This is an optimization exercise on Yosys and OpenROAD, whose aim is small area, a short achievable clock period and few clock cycles per item, not a production implementation.
Only simulation tests tie the RTL to the original design; equivalence was not proved.
Power and IR drop assume default switching activity.

==> inputs of build 89 <==
Design fir_filter_pcm16, start of the top module:
module fir_filter_pcm16 #(
  parameter int TAPS = 32
) (
  input  wire logic               clk,
  input  wire logic               rst_n,
  input  wire logic               in_valid,
  output logic                    in_ready,
  input  wire logic               in_command,
  input  wire logic [4:0]         in_tap_index,
  input  wire logic signed [17:0] in_coefficient,
  input  wire logic signed [15:0] in_sample,
  input  wire logic               in_start_of_stream,
  output logic                    out_valid,
  input  wire logic               out_ready,
  output logic signed [15:0]      out_sample,
  output logic                    out_saturated,
  input  wire logic               cfg_wr_en,
  input  wire logic [5:0]         cfg_wr_data
);
  localparam int NS = 3;    
  localparam int QD = 4 + NS;      
  logic              in_ready_r;
  logic [5:0]        taps_r;      
  logic [TAPS-1:0]   fill_r;      
  logic [TAPS-1:0]   cvalid_r;    
  logic [TAPS-1:0]   mask_r;      
  logic [15:0]       hist_r [TAPS];
  logic [17:0]       coef_r [TAPS];
  logic              in_acc, do_filt, do_coef, take;
  logic [TAPS-1:0]   tap_on, fill_nxt, cvalid_nxt;
  assign in_acc  = in_valid && in_ready_r;
  assign do_filt = in_acc && in_command;
  assign do_coef = in_acc && !in_command;
  always_comb begin
    for (int n = 0; n < TAPS; n++) tap_on[n] = 6'(n) < taps_r;
  end
  always_comb begin
    fill_nxt = fill_r;
    if (!rst_n) fill_nxt = '0;
    else if (do_filt) fill_nxt = in_start_of_stream ? TAPS'(1) : {fill_r[TAPS-2:0], 1'b1};
    cvalid_nxt = cvalid_r;
    if (!rst_n) cvalid_nxt = '0;
    else if (do_coef) cvalid_nxt[in_tap_index] = 1'b1;
  end
  always_ff @(posedge clk) begin
    if (!rst_n)         taps_r <= 6'd1;
    else if (cfg_wr_en) taps_r <= (cfg_wr_data > 6'd32) ? 6'd32 : cfg_wr_data;
    fill_r   <= fill_nxt;
    cvalid_r <= cvalid_nxt;
    mask_r   <= cvalid_nxt & fill_nxt & tap_on;
  end
  always_ff @(posedge clk) begin
    if (do_filt) begin
      hist_r[0] <= in_sample;
      for (int n = 1; n < TAPS; n++) hist_r[n] <= hist_r[n-1];
    end
    if (do_coef) coef_r[in_tap_index] <= in_coefficient;
  end
  ...
==> flow/config.mk <==
export PLATFORM = sky130hd
export DESIGN_NAME = fir_filter_pcm16
export DESIGN_NICKNAME = fir_filter_pcm16
export VERILOG_FILES = /design/flow/design.v
export SDC_FILE = /design/flow/constraint.sdc
export NUM_CORES = 4
export LEC_CHECK = 0
export ABC_AREA = 1
export CAP_MARGIN = 20
export CORE_MARGIN = 2
export CORE_UTILIZATION = 40
export CTS_BUF_LIST = sky130_fd_sc_hd__clkbuf_4 sky130_fd_sc_hd__clkbuf_8
export CTS_CLUSTER_DIAMETER = 80
export CTS_CLUSTER_SIZE = 12
export PLACE_DENSITY = 0.5
export SETUP_SLACK_MARGIN = 4.0
export SLEW_MARGIN = 20
==> flow/constraint.sdc <==
create_clock -name core_clock -period 8.0 [get_ports {clk}]
set_input_delay 1.6000 -clock core_clock [delete_from_list [all_inputs] [get_ports {clk}]]
set_output_delay 1.6000 -clock core_clock [all_outputs]
set_load 0.01 [all_outputs]
run.sh (not shown) runs the stock make flow with config.mk's settings and CLKGATE_MAP_FILE= SYNTH_SCRIPT=/design/flow/synth_recipe.tcl, a recipe that flattens the netlist after the stock synthesis.
==> trial 74: changes against build 89 <==
--- a/flow/design.v
+++ b/flow/design.v
@@ -6040,18 +6040,18 @@
   logic [16*18-1:0] opc_r;
   always_ff @(posedge clk) begin
     for (int n = 0; n < 16; n++) begin
       logic [15:0] x;
       logic [16:0] xe;
       if (op_sel_r) begin
         x = mask_r[n+16] ? hist_r[n+16] : 16'd0;
-        opc_r[18*n +: 18] <= ~coef_r[n+16];
+        opc_r[18*n +: 18] <= coef_r[n+16];
       end else begin
         x = mask_r[n] ? hist_r[n] : 16'd0;
-        opc_r[18*n +: 18] <= ~coef_r[n];
+        opc_r[18*n +: 18] <= coef_r[n];
       end
       xe = {x, 1'b0};
       for (int j = 0; j < 8; j++) begin
         dig_r[24*n + 3*j]     <= xe[2*j+1] ^ xe[2*j];
         dig_r[24*n + 3*j + 1] <= (xe[2*j+2] & ~xe[2*j+1] & ~xe[2*j]) |
                                  (~xe[2*j+2] & xe[2*j+1] & xe[2*j]);
         dig_r[24*n + 3*j + 2] <= xe[2*j+2];
@@ -6060,15 +6060,15 @@
   end
   logic [38:0] sum_s, sum_c, acc_s_r, acc_c_r, acc_s, acc_c;
   assign acc_s = st_first_r[NS-1] ? 39'd0 : acc_s_r;
   assign acc_c = st_first_r[NS-1] ? 39'd0 : acc_c_r;
   fir_pcm_mac u_mac (
     .clk   (clk),
     .dig   (dig_r),
-    .coef  (~opc_r),
+    .coef  (opc_r),
     .acc_s (acc_s),
     .acc_c (acc_c),
     .sum_s (sum_s),
     .sum_c (sum_c)
   );
   always_ff @(posedge clk) begin
     acc_s_r <= sum_s;
==> flow/config.mk (replaced) <==
export PLATFORM = sky130hd
export DESIGN_NAME = fir_filter_pcm16
export DESIGN_NICKNAME = fir_filter_pcm16
export VERILOG_FILES = /design/flow/design.v
export SDC_FILE = /design/flow/constraint.sdc
export NUM_CORES = 4
export LEC_CHECK = 0
export ABC_AREA = 1
export CAP_MARGIN = 20
export CORE_MARGIN = 2
export CORE_UTILIZATION = 40
export PLACE_DENSITY = 0.6
export SETUP_SLACK_MARGIN = 3.8
export SLEW_MARGIN = 20
==> reports/results.txt <==
Core Area: 0.4589 sq mm
clock group total power: 9.74 mW
multi-input logic area: 0.1038 sq mm
Final period util: 51.23%
RR Endpoint: u_mac.r1[228]
r2r startpoint: opc_r[258]
final instance area: 0.1967 sq mm
outcome: no timing/DRC/antenna violations
GRT Total Usage: 38.87%
number of buffers created by CTS: 284
[end of results for build 89]
==> reports/results.txt <==
clock group total power: 15.4 mW
fraction of area in multi-input gates: 50.92%
RR Endpoint: u_mac.r1[232]
Psw: 10.33 mW
number of buffers created by CTS: 318
Largest register FFs: 576
Final period util: 54.48%
multi-input gate count: 10,890
top-area cell type share of the netlist area: 26.70%
GRT Total Usage: 41.85%
outcome: no timing/DRC/antenna violations
Area Growth Syn to Fin: 10.64%
final instance area: 0.2041 sq mm
Core Area: 0.4595 sq mm
multi-input logic area: 0.1039 sq mm
[end of results for trial 74]
Testbench counts of build 89, summed over its fixed seeds: cycles 5,271, items 2,263.
Testbench counts of trial 74, summed over its fixed seeds: cycles 5,271, items 2,263.

========
==> run H: inputs <==
RTL: one of the versions met above, not the one the previous note started from.
clock: 8.0 ns
lec_check: 0
abc_area: 1
cap_margin: 20
core_margin: 2
core_utilization: 40
cts_buf_list: sky130_fd_sc_hd__clkbuf_4 sky130_fd_sc_hd__clkbuf_8
place_density: 0.55
setup_slack_margin: 4.3
slew_margin: 20
==> run R (differences from run H) <==
--- a/flow/design.v
+++ b/flow/design.v
@@ -6041,16 +6041,16 @@
   always_ff @(posedge clk) begin
     for (int n = 0; n < 16; n++) begin
       logic [15:0] x;
       logic [16:0] xe;
       if (op_sel_r) begin
         x = mask_r[n+16] ? hist_r[n+16] : 16'd0;
-        opc_r[18*n +: 18] <= coef_r[n+16];
+        opc_r[18*n +: 18] <= ~coef_r[n+16];
       end else begin
         x = mask_r[n] ? hist_r[n] : 16'd0;
-        opc_r[18*n +: 18] <= coef_r[n];
+        opc_r[18*n +: 18] <= ~coef_r[n];
       end
       xe = {x, 1'b0};
       for (int j = 0; j < 8; j++) begin
         dig_r[24*n + 3*j]     <= xe[2*j+1] ^ xe[2*j];
         dig_r[24*n + 3*j + 1] <= (xe[2*j+2] & ~xe[2*j+1] & ~xe[2*j]) |
                                  (~xe[2*j+2] & xe[2*j+1] & xe[2*j]);
@@ -6061,13 +6061,13 @@
   logic [38:0] sum_s, sum_c, acc_s_r, acc_c_r, acc_s, acc_c;
   assign acc_s = st_first_r[NS-1] ? 39'd0 : acc_s_r;
   assign acc_c = st_first_r[NS-1] ? 39'd0 : acc_c_r;
   fir_pcm_mac u_mac (
     .clk   (clk),
     .dig   (dig_r),
-    .coef  (opc_r),
+    .coef  (~opc_r),
     .acc_s (acc_s),
     .acc_c (acc_c),
     .sum_s (sum_s),
     .sum_c (sum_c)
   );
   always_ff @(posedge clk) begin
--- a/flow/config.mk
+++ b/flow/config.mk
@@ -7,9 +7,11 @@
 export LEC_CHECK = 0
 export ABC_AREA = 1
 export CAP_MARGIN = 20
 export CORE_MARGIN = 2
 export CORE_UTILIZATION = 40
 export CTS_BUF_LIST = sky130_fd_sc_hd__clkbuf_4 sky130_fd_sc_hd__clkbuf_8
-export PLACE_DENSITY = 0.55
-export SETUP_SLACK_MARGIN = 4.3
+export CTS_CLUSTER_DIAMETER = 70
+export CTS_CLUSTER_SIZE = 10
+export PLACE_DENSITY = 0.6
+export SETUP_SLACK_MARGIN = 4.0
 export SLEW_MARGIN = 20
==> flow_summary.html <==
<table>
<tr><th>Metric</th><th>Value</th></tr>
<tr><th colspan="2">Setup path</th></tr>
<tr><td>End point of the critical path</td><td>opc_r[195]$_DFF_P_</td></tr>
<tr><th colspan="2">Pwr</th></tr>
<tr><td>Sw frac</td><td>30.4%</td></tr>
<tr><td>Total net switching power</td><td>roughly 11 mW</td></tr>
<tr><th colspan="2">Timing</th></tr>
<tr><td>Measured slew at the worst slew-check pin</td><td>1.44 ns</td></tr>
<tr><th colspan="2">Synth</th></tr>
<tr><td>Xor and xnor fraction of the mapped netlist area</td><td>12.1%</td></tr>
<tr><th colspan="2">Worst hold path</th></tr>
<tr><td>Worst hold start</td><td>u_mac.r1[1]$_DFF_P_</td></tr>
<tr><th colspan="2">Route</th></tr>
<tr><td>Remaining antenna violation count</td><td>1</td></tr>
<tr><th colspan="2">Status</th></tr>
<tr><td>Outcome</td><td>failed layout checks</td></tr>
<tr><td>Failing layout criteria</td><td>antenna rules</td></tr>
<tr><th colspan="2">Global route</th></tr>
<tr><td>Pin count of the biggest net entering global routing</td><td>approximately 140</td></tr>
</table>
-- figures above: run H

==> flow_summary.html <==
<table>
<tr><th>Metric</th><th>Value</th></tr>
<tr><th colspan="2">Synth</th></tr>
<tr><td>Xor and xnor fraction of the mapped netlist area</td><td>roughly 12%</td></tr>
<tr><th colspan="2">Worst hold path</th></tr>
<tr><td>Worst hold start</td><td>st_first_r[1]$_DFF_P_</td></tr>
<tr><th colspan="2">Timing</th></tr>
<tr><td>Measured slew at the worst slew-check pin</td><td>1.27 ns</td></tr>
<tr><th colspan="2">Pwr</th></tr>
<tr><td>Total net switching power</td><td>9.38 mW</td></tr>
<tr><td>Power per standard cell area</td><td>156 mW/mm^2</td></tr>
<tr><th colspan="2">Status</th></tr>
<tr><td>Outcome</td><td>no timing/DRC/antenna violations</td></tr>
<tr><th colspan="2">Route</th></tr>
<tr><td>Remaining antenna violation count</td><td>0</td></tr>
<tr><th colspan="2">Setup path</th></tr>
<tr><td>End point of the critical path</td><td>u_mac.r1[501]$_DFF_P_</td></tr>
</table>
-- figures above: run R

Testbench counts of run H, summed over its fixed seeds: cycles 5,271, items 2,263.
Testbench counts of run R, summed over its fixed seeds: cycles 5,271, items 2,263.

[afterwards: timing with drivers on the ports]
The results above use ideal ports. As a check the final layouts listed here were re-extracted and re-timed, cells and wires unchanged. Step 1 assumes that a clkbuf_16 drives the clock port and a buf_2 every other input. Step 2 moves the port delays by t, midway between the first and last clock arrival at a register: inputs arrive t later, outputs are due t later. That takes back most of the time a late clock gives input paths. Slacks: ideal / step 1 / step 2; pairs: ideal / step 1.
| run | shift t [ns] | setup slack, ns | worst data-port slew with drivers (ns) | pins driven straight from the clock port |
|---|---|---|---|---|
| build 89 | 1.323 | 3.901 / 3.901 / 2.920 | 0.14 | 1 |
| trial 74 | 1.135 | 3.642 / 3.642 / 2.827 | 0.04 | 1 |
| run H | 1.388 | 3.974 / 3.974 / 3.147 | 0.22 | 1 |
| run R | 1.361 | 3.865 / 3.865 / 2.962 | 0.11 | 1 |
For build 89, which loses most, drivers alone change the setup slack by 0.000 ns; drivers and shift together by -0.981 ns.
